What follows belongs to an exercise in optimizing a design on an open flow for small area; a production flow would make more cautious choices. At most, simulation tests tie the RTL to the original design; equivalence was not proved. No activity file was given, so power comes from the tool's default toggle rates. The clock port is modelled as an ideal driver; clocking choices that lean on that would not hold on a real chip.

==> trial 14: inputs <==
==> flow/design.v <==
`timescale 1ns/1ps
module gobang_move_arbiter #(
  parameter int HIST_DEPTH = 225,
  parameter int CNT_W      = 8
) (
  input  logic             clk,
  input  logic             rst,
  input  logic             new_game,
  input  logic             p_req,
  input  logic [3:0]       p_i,
  input  logic [3:0]       p_j,
  input  logic             a_req,
  input  logic [3:0]       a_i,
  input  logic [3:0]       a_j,
  input  logic             undo_req,
  input  logic             crt_color,
  input  logic             cell_occupied,
  output logic [3:0]       look_i,
  output logic [3:0]       look_j,
  output logic             data_clr,
  output logic             data_write,
  output logic             data_erase,
  output logic [3:0]       write_i,
  output logic [3:0]       write_j,
  output logic             write_color,
  output logic             p_grant,
  output logic             a_grant,
  output logic             reject,
  output logic             undo_done,
  output logic             busy,
  output logic [CNT_W-1:0] move_count,
  output logic             last_valid,
  output logic [3:0]       last_i,
  output logic [3:0]       last_j
);
  typedef enum logic [2:0] {IDLE, CHECK, WRITE, CLEAR, UNDO} state_e;
  localparam logic ID_PLAYER = 1'b0;
  localparam logic ID_AI     = 1'b1;
  localparam int   NPOS      = HIST_DEPTH + 1;
  state_e           state, state_nxt;
  logic             pending_clr;
  logic             last_served;
  logic [3:0]       lat_i, lat_j;
  logic             lat_id, lat_color;
  logic [7:0]       sreg [NPOS];
  logic             ofs;
  logic             dn;
  logic             push, pop;
  logic             stack_empty;
  logic [7:0]       top;
  logic [3:0]       top_i, top_j;
  logic             illegal;
  logic             pick_ai;
  assign stack_empty = (move_count == '0);
  assign top         = ofs ? ~sreg[1] : sreg[0];
  assign {top_i, top_j} = stack_empty ? 8'h00 : top;
  assign last_valid  = ~stack_empty;
  assign last_i      = top_i;
  assign last_j      = top_j;
  assign busy        = (state != IDLE);
  assign push = (state == WRITE);
  assign pop  = (state == UNDO) & ~stack_empty;
  assign dn   = push | (~pop & ~ofs);
  assign pick_ai = a_req & (~p_req | (last_served == ID_PLAYER));
  assign illegal = cell_occupied | (lat_i > 4'd14) | (lat_j > 4'd14) |
                   (move_count == CNT_W'(HIST_DEPTH));
  always_comb begin
    state_nxt   = state;
    look_i      = '0;
    look_j      = '0;
    data_clr    = 1'b0;
    data_write  = 1'b0;
    data_erase  = 1'b0;
    write_i     = '0;
    write_j     = '0;
    write_color = 1'b0;
    p_grant     = 1'b0;
    a_grant     = 1'b0;
    reject      = 1'b0;
    undo_done   = 1'b0;
    unique case (state)
      IDLE: begin
        if (pending_clr)         state_nxt = CLEAR;
        else if (undo_req)       state_nxt = UNDO;
        else if (p_req || a_req) state_nxt = CHECK;
      end
      CHECK: begin
        look_i    = lat_i;
        look_j    = lat_j;
        reject    = illegal;
        state_nxt = illegal ? IDLE : WRITE;
      end
      WRITE: begin
        data_write  = 1'b1;
        write_i     = lat_i;
        write_j     = lat_j;
        write_color = lat_color;
        p_grant     = (lat_id == ID_PLAYER);
        a_grant     = (lat_id == ID_AI);
        state_nxt   = IDLE;
      end
      CLEAR: begin
        data_clr  = 1'b1;
        state_nxt = IDLE;
      end
      UNDO: begin
        if (stack_empty) begin
          reject = 1'b1;
        end else begin
          data_erase = 1'b1;
          write_i    = top_i;
          write_j    = top_j;
          undo_done  = 1'b1;
        end
        state_nxt = IDLE;
      end
      default: state_nxt = IDLE;
    endcase
  end
  always_ff @(posedge clk or negedge rst) begin
    if (!rst) begin
      state       <= IDLE;
      pending_clr <= 1'b0;
      last_served <= ID_AI;
      move_count  <= '0;
      lat_i       <= '0;
      lat_j       <= '0;
      lat_id      <= ID_PLAYER;
      lat_color   <= 1'b0;
      ofs         <= 1'b0;
    end else begin
      state <= state_nxt;
      if (!(push | pop))
        ofs <= ~ofs;
      if (new_game)
        pending_clr <= 1'b1;
      else if (state == IDLE && state_nxt == CLEAR)
        pending_clr <= 1'b0;
      if (state == IDLE && state_nxt == CHECK) begin
        lat_i     <= pick_ai ? a_i : p_i;
        lat_j     <= pick_ai ? a_j : p_j;
        lat_id    <= pick_ai ? ID_AI : ID_PLAYER;
        lat_color <= crt_color;
      end
      unique case (state)
        WRITE: begin
          move_count  <= move_count + 1'b1;
          last_served <= lat_id;
        end
        CLEAR: move_count <= '0;
        UNDO:  if (!stack_empty) move_count <= move_count - 1'b1;
        default: ;
      endcase
    end
  end
  always_ff @(posedge clk) begin
    sreg[0] <= ~(dn ? ~{lat_i, lat_j} : sreg[1]);
    for (int k = 1; k < NPOS - 1; k++)
      sreg[k] <= ~(dn ? sreg[k-1] : sreg[k+1]);
    sreg[NPOS-1] <= ~sreg[NPOS-2];
  end
endmodule
==> flow/run.sh <==
#!/bin/bash
# synth_recipe.tcl (not shown) runs the flow's synth.tcl, then flattens the netlist and writes it again
# the make line also repeats each setting of config.mk as NAME=value (left out here)
make -C /OpenROAD-flow-scripts/flow DESIGN_CONFIG=/design/flow/config.mk WORK_HOME=/design/flow/orfs CLKGATE_MAP_FILE= SYNTH_SCRIPT=/design/flow/synth_recipe.tcl finish
==> flow/config.mk <==
export PLATFORM = sky130hd
export DESIGN_NAME = gobang_move_arbiter
export DESIGN_NICKNAME = gobang_move_arbiter
export VERILOG_FILES = /design/flow/design.v
export SDC_FILE = /design/flow/constraint.sdc
export NUM_CORES = 4
export LEC_CHECK = 0
export CAP_MARGIN = 20
export CORE_MARGIN = 2
export CORE_UTILIZATION = 40
export SLEW_MARGIN = 20
==> flow/constraint.sdc <==
create_clock -name core_clock -period 8.0 [get_ports {clk}]
set_input_delay 1.6000 -clock core_clock [delete_from_list [all_inputs] [get_ports {clk}]]
set_output_delay 1.6000 -clock core_clock [all_outputs]
set_load 0.01 [all_outputs]
==> build 80 (differences from trial 14) <==
--- a/flow/design.v
+++ b/flow/design.v
@@ -44,8 +44,9 @@
   logic             lat_id, lat_color;
   logic [7:0]       sreg [NPOS];
   logic             ofs;
-  logic             dn;
+  logic             sh_dn, sh_up;
   logic             push, pop;
+  logic             push_nxt, pop_nxt, ofs_nxt, dn_nxt;
   logic             stack_empty;
   logic [7:0]       top;
   logic [3:0]       top_i, top_j;
@@ -60,7 +61,10 @@
   assign busy        = (state != IDLE);
   assign push = (state == WRITE);
   assign pop  = (state == UNDO) & ~stack_empty;
-  assign dn   = push | (~pop & ~ofs);
+  assign push_nxt = (state_nxt == WRITE);
+  assign pop_nxt  = (state_nxt == UNDO) & ~stack_empty;
+  assign ofs_nxt  = (push | pop) ? ofs : ~ofs;
+  assign dn_nxt   = push_nxt | (~pop_nxt & ~ofs_nxt);
   assign pick_ai = a_req & (~p_req | (last_served == ID_PLAYER));
   assign illegal = cell_occupied | (lat_i > 4'd14) | (lat_j > 4'd14) |
                    (move_count == CNT_W'(HIST_DEPTH));
@@ -128,10 +132,13 @@
       lat_id      <= ID_PLAYER;
       lat_color   <= 1'b0;
       ofs         <= 1'b0;
+      sh_dn       <= 1'b1;
+      sh_up       <= 1'b0;
     end else begin
+      sh_dn <= dn_nxt;
+      sh_up <= ~dn_nxt;
       state <= state_nxt;
-      if (!(push | pop))
-        ofs <= ~ofs;
+      ofs <= ofs_nxt;
       if (new_game)
         pending_clr <= 1'b1;
       else if (state == IDLE && state_nxt == CLEAR)
@@ -154,9 +161,9 @@
     end
   end
   always_ff @(posedge clk) begin
-    sreg[0] <= ~(dn ? ~{lat_i, lat_j} : sreg[1]);
+    sreg[0] <= ~(({8{sh_dn}} & ~{lat_i, lat_j}) | ({8{sh_up}} & sreg[1]));
     for (int k = 1; k < NPOS - 1; k++)
-      sreg[k] <= ~(dn ? sreg[k-1] : sreg[k+1]);
+      sreg[k] <= ~(({8{sh_dn}} & sreg[k-1]) | ({8{sh_up}} & sreg[k+1]));
     sreg[NPOS-1] <= ~sreg[NPOS-2];
   end
 endmodule
- CORE_UTILIZATION: 40 -> 65
- CTS_BUF_LIST: not set -> sky130_fd_sc_hd__clkbuf_8
- CTS_CLUSTER_DIAMETER: not set -> 60
- CTS_CLUSTER_SIZE: not set -> 20
- PLACE_DENSITY: not set -> 0.75
==> qor summary <==
quantity	build 80	trial 14
Run status	finished clean	finished clean
Worst reg2reg endpoint	sreg[126][7]$_DFF_P_	sreg[224][2]$_DFF_P_
Pwr Total	29.2 mW	25.0 mW
Total internal power	19.7 mW	18.0 mW
Proportion of layout cells with a drive suffix above 1	4.48%	7.79%
Register-to-Register Path Depth	3	7
Final WS setup	2900 ps	3010 ps
Power density over cell area	525 mW/mm2	381 mW/mm2
Area growth from synthesis to layout	4.99%	13.4%
CP max stage delay	600 ps	680 ps
Worst slack at placement	3440 ps	3380 ps
Critical Path Fanout Max	12	9
Area share of the largest cell type after synthesis	68.3%	62.7%
Total routing usage reported by global routing	18.3%	10.3%
Origin of the worst min-delay path	sreg[224][5]$_DFF_P_	sreg[224][2]$_DFF_P_
TritonCTS Buffers	107	185
Synth Area in Compound Gates	26.2%	0.646%
Global-route wire length before repair	135000 um	133000 um
Placed Cells incl. Taps	4952	5804
Count of multi-input combinational gates	1945	1951
Placed cell areas	0.0538 mm2	0.0593 mm2
Crit path capture	write_i[0]	reject
Number of storage elements in the synthesis netlist	1834	1832
Clock Latency Late Sink	730 ps	770 ps
Only the layout flow was run in build 80; the RTL was not checked for function there.

==> inputs of 06-07 <==
Another version of the RTL of gobang_move_arbiter (not shown whole).
==> flow/design.v (excerpt) <==
module gobang_move_arbiter #(
  parameter int HIST_DEPTH = 225,
  parameter int CNT_W      = 8
) (
  input  logic             clk,
  input  logic             rst,
  input  logic             new_game,
  input  logic             p_req,
  input  logic [3:0]       p_i,
  input  logic [3:0]       p_j,
  input  logic             a_req,
  input  logic [3:0]       a_i,
  input  logic [3:0]       a_j,
  input  logic             undo_req,
  input  logic             crt_color,
  input  logic             cell_occupied,
  output logic [3:0]       look_i,
  output logic [3:0]       look_j,
  output logic             data_clr,
  output logic             data_write,
  output logic             data_erase,
  output logic [3:0]       write_i,
  output logic [3:0]       write_j,
  output logic             write_color,
  output logic             p_grant,
  output logic             a_grant,
  output logic             reject,
  output logic             undo_done,
  output logic             busy,
  output logic [CNT_W-1:0] move_count,
  output logic             last_valid,
  output logic [3:0]       last_i,
  output logic [3:0]       last_j
);
==> module gobang_move_arbiter, before the edit <==
module gobang_move_arbiter #(
  parameter int HIST_DEPTH = 225,
  parameter int CNT_W      = 8
) (
  input  logic             clk,
  input  logic             rst,
  input  logic             new_game,
  input  logic             p_req,
  input  logic [3:0]       p_i,
  input  logic [3:0]       p_j,
  input  logic             a_req,
  input  logic [3:0]       a_i,
  input  logic [3:0]       a_j,
  input  logic             undo_req,
  input  logic             crt_color,
  input  logic             cell_occupied,
  output logic [3:0]       look_i,
  output logic [3:0]       look_j,
  output logic             data_clr,
  output logic             data_write,
  output logic             data_erase,
  output logic [3:0]       write_i,
  output logic [3:0]       write_j,
  output logic             write_color,
  output logic             p_grant,
  output logic             a_grant,
  output logic             reject,
  output logic             undo_done,
  output logic             busy,
  output logic [CNT_W-1:0] move_count,
  output logic             last_valid,
  output logic [3:0]       last_i,
  output logic [3:0]       last_j
);
  localparam logic ID_PLAYER = 1'b0;
  localparam logic ID_AI     = 1'b1;
  localparam int   NPOS      = HIST_DEPTH + 1;
  logic             st_chk, st_wr, st_clr, st_undo;
  logic             idle, go_clr, go_undo, go_chk;
  logic             pending_clr;
  logic             last_served;
  logic [3:0]       lat_i, lat_j;
  logic             lat_id, lat_color;
  logic [7:0]       sreg [NPOS];
  logic             ofs, sh_dn, sh_up;
  logic             push, pop;
  logic             push_nxt, pop_nxt, ofs_nxt, dn_nxt;
  logic             stack_empty;
  logic [7:0]       top;
  logic             illegal;
  logic             pick_ai;
  assign idle    = ~(st_chk | st_wr | st_clr | st_undo);
  assign go_clr  = idle & pending_clr;
  assign go_undo = idle & ~pending_clr & undo_req;
  assign go_chk  = idle & ~pending_clr & ~undo_req & (p_req | a_req);
  assign stack_empty = (move_count == '0);
  assign top         = ofs ? sreg[1] : ~sreg[0];
  assign {last_i, last_j} = stack_empty ? 8'h00 : top;
  assign last_valid  = ~stack_empty;
  assign busy        = ~idle;
  assign pick_ai = a_req & (~p_req | (last_served == ID_PLAYER));
  assign illegal = cell_occupied | (lat_i > 4'd14) | (lat_j > 4'd14) |
                   (move_count == CNT_W'(HIST_DEPTH));
  assign push = st_wr;
  assign pop  = st_undo & ~stack_empty;
  assign look_i      = st_chk ? lat_i : 4'd0;
  assign look_j      = st_chk ? lat_j : 4'd0;
  assign data_clr    = st_clr;
  assign data_write  = st_wr;
  assign data_erase  = pop;
  assign undo_done   = pop;
  assign write_i     = st_wr ? lat_i : (st_undo ? last_i : 4'd0);
  assign write_j     = st_wr ? lat_j : (st_undo ? last_j : 4'd0);
  assign write_color = st_wr & lat_color;
  assign p_grant     = st_wr & (lat_id == ID_PLAYER);
  assign a_grant     = st_wr & (lat_id == ID_AI);
  assign reject      = (st_chk & illegal) | (st_undo & stack_empty);
  assign push_nxt = st_chk & ~illegal;
  assign pop_nxt  = go_undo & ~stack_empty;
  assign ofs_nxt  = (push | pop) ? ofs : ~ofs;
  assign dn_nxt   = push_nxt | (~pop_nxt & ~ofs_nxt);
  logic [CNT_W-1:0] cnt_tgl;
  always_comb begin
    logic all1, all0;
    all1 = st_wr;
    all0 = pop;
    for (int k = 0; k < CNT_W; k++) begin
      cnt_tgl[k] = all1 | all0;
      all1 = all1 & move_count[k];
      all0 = all0 & ~move_count[k];
    end
  end
  always_ff @(posedge clk or negedge rst) begin
    if (!rst) begin
      st_chk      <= 1'b0;
      st_wr       <= 1'b0;
      st_clr      <= 1'b0;
      st_undo     <= 1'b0;
      pending_clr <= 1'b0;
      last_served <= ID_AI;
      move_count  <= '0;
      ofs         <= 1'b0;
      sh_dn       <= 1'b1;
      sh_up       <= 1'b0;
    end else begin
      st_chk  <= go_chk;
      st_wr   <= push_nxt;
      st_clr  <= go_clr;
      st_undo <= go_undo;
      ofs     <= ofs_nxt;
      sh_dn   <= dn_nxt;
      sh_up   <= ~dn_nxt;
      if (new_game)
        pending_clr <= 1'b1;
      else if (go_clr)
        pending_clr <= 1'b0;
      if (st_wr)
        last_served <= lat_id;
      move_count <= {CNT_W{~st_clr}} & (move_count ^ cnt_tgl);
    end
  end
  always_ff @(posedge clk) begin
    if (idle) begin
      lat_i     <= pick_ai ? a_i : p_i;
      lat_j     <= pick_ai ? a_j : p_j;
      lat_id    <= pick_ai ? ID_AI : ID_PLAYER;
      lat_color <= crt_color;
    end
  end
  always_ff @(posedge clk) begin
    sreg[0] <= ~(({lat_i, lat_j} | {8{sh_up}}) & (sreg[1] | {8{sh_dn}}));
    for (int k = 1; k < NPOS - 1; k++)
      sreg[k] <= ~((sreg[k-1] | {8{sh_up}}) & (sreg[k+1] | {8{sh_dn}}));
    sreg[NPOS-1] <= ~sreg[NPOS-2];
  end
endmodule
Settings: LEC_CHECK=0, CAP_MARGIN=20, CORE_MARGIN=2, CORE_UTILIZATION=60, CTS_BUF_LIST=sky130_fd_sc_hd__clkbuf_16, CTS_CLUSTER_DIAMETER=80, CTS_CLUSTER_SIZE=36, PLACE_DENSITY=0.7, SLEW_MARGIN=20; clock period 8.0 ns.
standard.sh (not shown) runs the stock make flow with config.mk's settings and CLKGATE_MAP_FILE= SYNTH_SCRIPT=/design/flow/synth_recipe.tcl, a recipe that flattens the netlist after the stock synthesis.
==> flow/flow/run.sh <==
#!/bin/bash
# Standard layout, with the port buffers made from the smallest buffer cell and
# clock tree synthesis without dummy loads.
set -euo pipefail
bash standard.sh BUFFER_PORTS_ARGS="-buffer_cell sky130_fd_sc_hd__buf_1" \
  CTS_ARGS="-sink_clustering_enable -repair_clock_nets -sink_clustering_size 37 -sink_clustering_max_diameter 80 -buf_list sky130_fd_sc_hd__clkbuf_16 -dont_use_dummy_load" \
  finish > standard_flow.log 2>&1
==> inputs of 09-27, as changes to 06-07 <==
==> flow/design.v, changed modules only <==
module gobang_move_arbiter #(
  parameter int HIST_DEPTH = 225,
  parameter int CNT_W      = 8
) (
  input  logic             clk,
  input  logic             rst,
  input  logic             new_game,
  input  logic             p_req,
  input  logic [3:0]       p_i,
  input  logic [3:0]       p_j,
  input  logic             a_req,
  input  logic [3:0]       a_i,
  input  logic [3:0]       a_j,
  input  logic             undo_req,
  input  logic             crt_color,
  input  logic             cell_occupied,
  output logic [3:0]       look_i,
  output logic [3:0]       look_j,
  output logic             data_clr,
  output logic             data_write,
  output logic             data_erase,
  output logic [3:0]       write_i,
  output logic [3:0]       write_j,
  output logic             write_color,
  output logic             p_grant,
  output logic             a_grant,
  output logic             reject,
  output logic             undo_done,
  output logic             busy,
  output logic [CNT_W-1:0] move_count,
  output logic             last_valid,
  output logic [3:0]       last_i,
  output logic [3:0]       last_j
);
  typedef enum logic [2:0] {IDLE, CHECK, WRITE, CLEAR, UNDO} state_e;
  localparam logic ID_PLAYER = 1'b0;
  localparam logic ID_AI     = 1'b1;
  localparam int   NPOS      = HIST_DEPTH + 1;
  state_e           state, state_nxt;
  logic             pending_clr;
  logic             last_served;
  logic [3:0]       lat_i, lat_j;
  logic             lat_id, lat_color;
  logic [7:0]       sreg [NPOS];
  logic             ofs;
  logic             sh_dn, sh_up;
  logic             push, pop;
  logic             push_nxt, pop_nxt, ofs_nxt, dn_nxt;
  logic             stack_empty;
  logic [7:0]       top;
  logic [3:0]       top_i, top_j;
  logic             illegal;
  logic             pick_ai;
  assign stack_empty = (move_count == '0);
  assign top         = ofs ? ~sreg[1] : sreg[0];
  assign {top_i, top_j} = stack_empty ? 8'h00 : top;
  assign last_valid  = ~stack_empty;
  assign last_i      = top_i;
  assign last_j      = top_j;
  assign busy        = (state != IDLE);
  assign push = (state == WRITE);
  assign pop  = (state == UNDO) & ~stack_empty;
  assign push_nxt = (state_nxt == WRITE);
  assign pop_nxt  = (state_nxt == UNDO) & ~stack_empty;
  assign ofs_nxt  = (push | pop) ? ofs : ~ofs;
  assign dn_nxt   = push_nxt | (~pop_nxt & ~ofs_nxt);
  assign pick_ai = a_req & (~p_req | (last_served == ID_PLAYER));
  assign illegal = cell_occupied | (lat_i > 4'd14) | (lat_j > 4'd14) |
                   (move_count == CNT_W'(HIST_DEPTH));
  always_comb begin
    state_nxt   = state;
    look_i      = '0;
    look_j      = '0;
    data_clr    = 1'b0;
    data_write  = 1'b0;
    data_erase  = 1'b0;
    write_i     = '0;
    write_j     = '0;
    write_color = 1'b0;
    p_grant     = 1'b0;
    a_grant     = 1'b0;
    reject      = 1'b0;
    undo_done   = 1'b0;
    unique case (state)
      IDLE: begin
        if (pending_clr)         state_nxt = CLEAR;
        else if (undo_req)       state_nxt = UNDO;
        else if (p_req || a_req) state_nxt = CHECK;
      end
      CHECK: begin
        look_i    = lat_i;
        look_j    = lat_j;
        reject    = illegal;
        state_nxt = illegal ? IDLE : WRITE;
      end
      WRITE: begin
        data_write  = 1'b1;
        write_i     = lat_i;
        write_j     = lat_j;
        write_color = lat_color;
        p_grant     = (lat_id == ID_PLAYER);
        a_grant     = (lat_id == ID_AI);
        state_nxt   = IDLE;
      end
      CLEAR: begin
        data_clr  = 1'b1;
        state_nxt = IDLE;
      end
      UNDO: begin
        if (stack_empty) begin
          reject = 1'b1;
        end else begin
          data_erase = 1'b1;
          write_i    = top_i;
          write_j    = top_j;
          undo_done  = 1'b1;
        end
        state_nxt = IDLE;
      end
      default: state_nxt = IDLE;
    endcase
  end
  always_ff @(posedge clk or negedge rst) begin
    if (!rst) begin
      state       <= IDLE;
      pending_clr <= 1'b0;
      last_served <= ID_AI;
      move_count  <= '0;
      lat_i       <= '0;
      lat_j       <= '0;
      lat_id      <= ID_PLAYER;
      lat_color   <= 1'b0;
      ofs         <= 1'b0;
      sh_dn       <= 1'b1;
      sh_up       <= 1'b0;
    end else begin
      sh_dn <= dn_nxt;
      sh_up <= ~dn_nxt;
      state <= state_nxt;
      ofs <= ofs_nxt;
      if (new_game)
        pending_clr <= 1'b1;
      else if (state == IDLE && state_nxt == CLEAR)
        pending_clr <= 1'b0;
      if (state == IDLE && state_nxt == CHECK) begin
        lat_i     <= pick_ai ? a_i : p_i;
        lat_j     <= pick_ai ? a_j : p_j;
        lat_id    <= pick_ai ? ID_AI : ID_PLAYER;
        lat_color <= crt_color;
      end
      unique case (state)
        WRITE: begin
          move_count  <= move_count + 1'b1;
          last_served <= lat_id;
        end
        CLEAR: move_count <= '0;
        UNDO:  if (!stack_empty) move_count <= move_count - 1'b1;
        default: ;
      endcase
    end
  end
  always_ff @(posedge clk) begin
    sreg[0] <= ~((~{lat_i, lat_j} | {8{sh_up}}) & (sreg[1] | {8{sh_dn}}));
    for (int k = 1; k < NPOS - 1; k++)
      sreg[k] <= ~((sreg[k-1] | {8{sh_up}}) & (sreg[k+1] | {8{sh_dn}}));
    sreg[NPOS-1] <= ~sreg[NPOS-2];
  end
endmodule
==> flow/flow/run.sh (replaced) <==
#!/bin/bash
# Standard layout, with the port buffers made from the smallest buffer cell and
# clock tree synthesis without dummy loads.
set -euo pipefail
bash standard.sh BUFFER_PORTS_ARGS="-buffer_cell sky130_fd_sc_hd__buf_1" \
  CTS_ARGS="-sink_clustering_enable -repair_clock_nets -sink_clustering_size 38 -sink_clustering_max_diameter 60 -buf_list sky130_fd_sc_hd__clkbuf_16 -dont_use_dummy_load" \
  finish > standard_flow.log 2>&1
--- a/flow/config.mk
+++ b/flow/config.mk
@@ -8,8 +8,8 @@
 export CAP_MARGIN = 20
 export CORE_MARGIN = 2
-export CORE_UTILIZATION = 60
+export CORE_UTILIZATION = 70
 export CTS_BUF_LIST = sky130_fd_sc_hd__clkbuf_16
 export CTS_CLUSTER_DIAMETER = 80
 export CTS_CLUSTER_SIZE = 36
-export PLACE_DENSITY = 0.7
+export PLACE_DENSITY = 0.8
 export SLEW_MARGIN = 20
==> comparison table <==
quantity                                                                       06-07         09-27
Status                                              no timing/DRC/antenna violations  no timing/DRC/antenna violations
Detail Placement HPWL                                                        42.9 mm       41.8 mm
Share of synthesized registers carrying an async set or reset                 0.926%         1.42%
Worst reg2reg path endpoint                                              sreg[89][4]  sreg[218][5]
Syn Nets                                                                        4204          4244
Source of the worst hold timing path                                     sreg[22][3]  sreg[225][6]
Chip height                                                                   295 µm        273 µm
Proportion of cell area occupied by multi-input gates                          23.0%         23.2%
Met3 wirelength from detailed routing                                        1.60 mm       1.58 mm
Total power divided by cell area                                          541 nW/µm²    552 nW/µm²
GPL Wtd Cong                                                                   0.692         0.788
Number of distinct standard cells referenced by the synthesized netlist           51            46
Fraction of the core area covered by cells at the end of the flow              62.9%         73.7%
Arrival time of the worst setup path                                         2.75 ns       2.71 ns

## what the ideal ports hide
The flow's constraints put no driver on any port. The routed layouts listed below were extracted and timed again, unchanged, in two steps. Step 1 sets driving cells, clkbuf_16 on the clock port and buf_2 on the other inputs (assumed; they add their load-dependent delay and slew). Step 2 times the ports against the registers' clock, not the clock port: input delays grow and output delays shrink by t, the midpoint of the rising clock arrivals with the driver on. Three values: no drivers, after step 1, after step 2; two values: the first two.
run	t, ns	setup WS [ns]	clock arrival spread, ns	slew at the worst register clock pin (ns)
trial 14	0.821	3.009 / 2.941 / 3.341	0.027 / 0.027	0.06 / 0.06
build 80	0.780	2.899 / 2.835 / 3.387	0.031 / 0.031	0.12 / 0.12
06-07	0.694	3.654 / 3.634 / 3.634	0.088 / 0.088	0.12 / 0.12
09-27	0.689	3.693 / 3.629 / 4.074	0.062 / 0.062	0.12 / 0.12
After both steps setup and hold are still met in every run listed. The setup slack of 06-07, which loses most, moves by -0.020 ns with the drivers and by -0.020 ns with both steps.
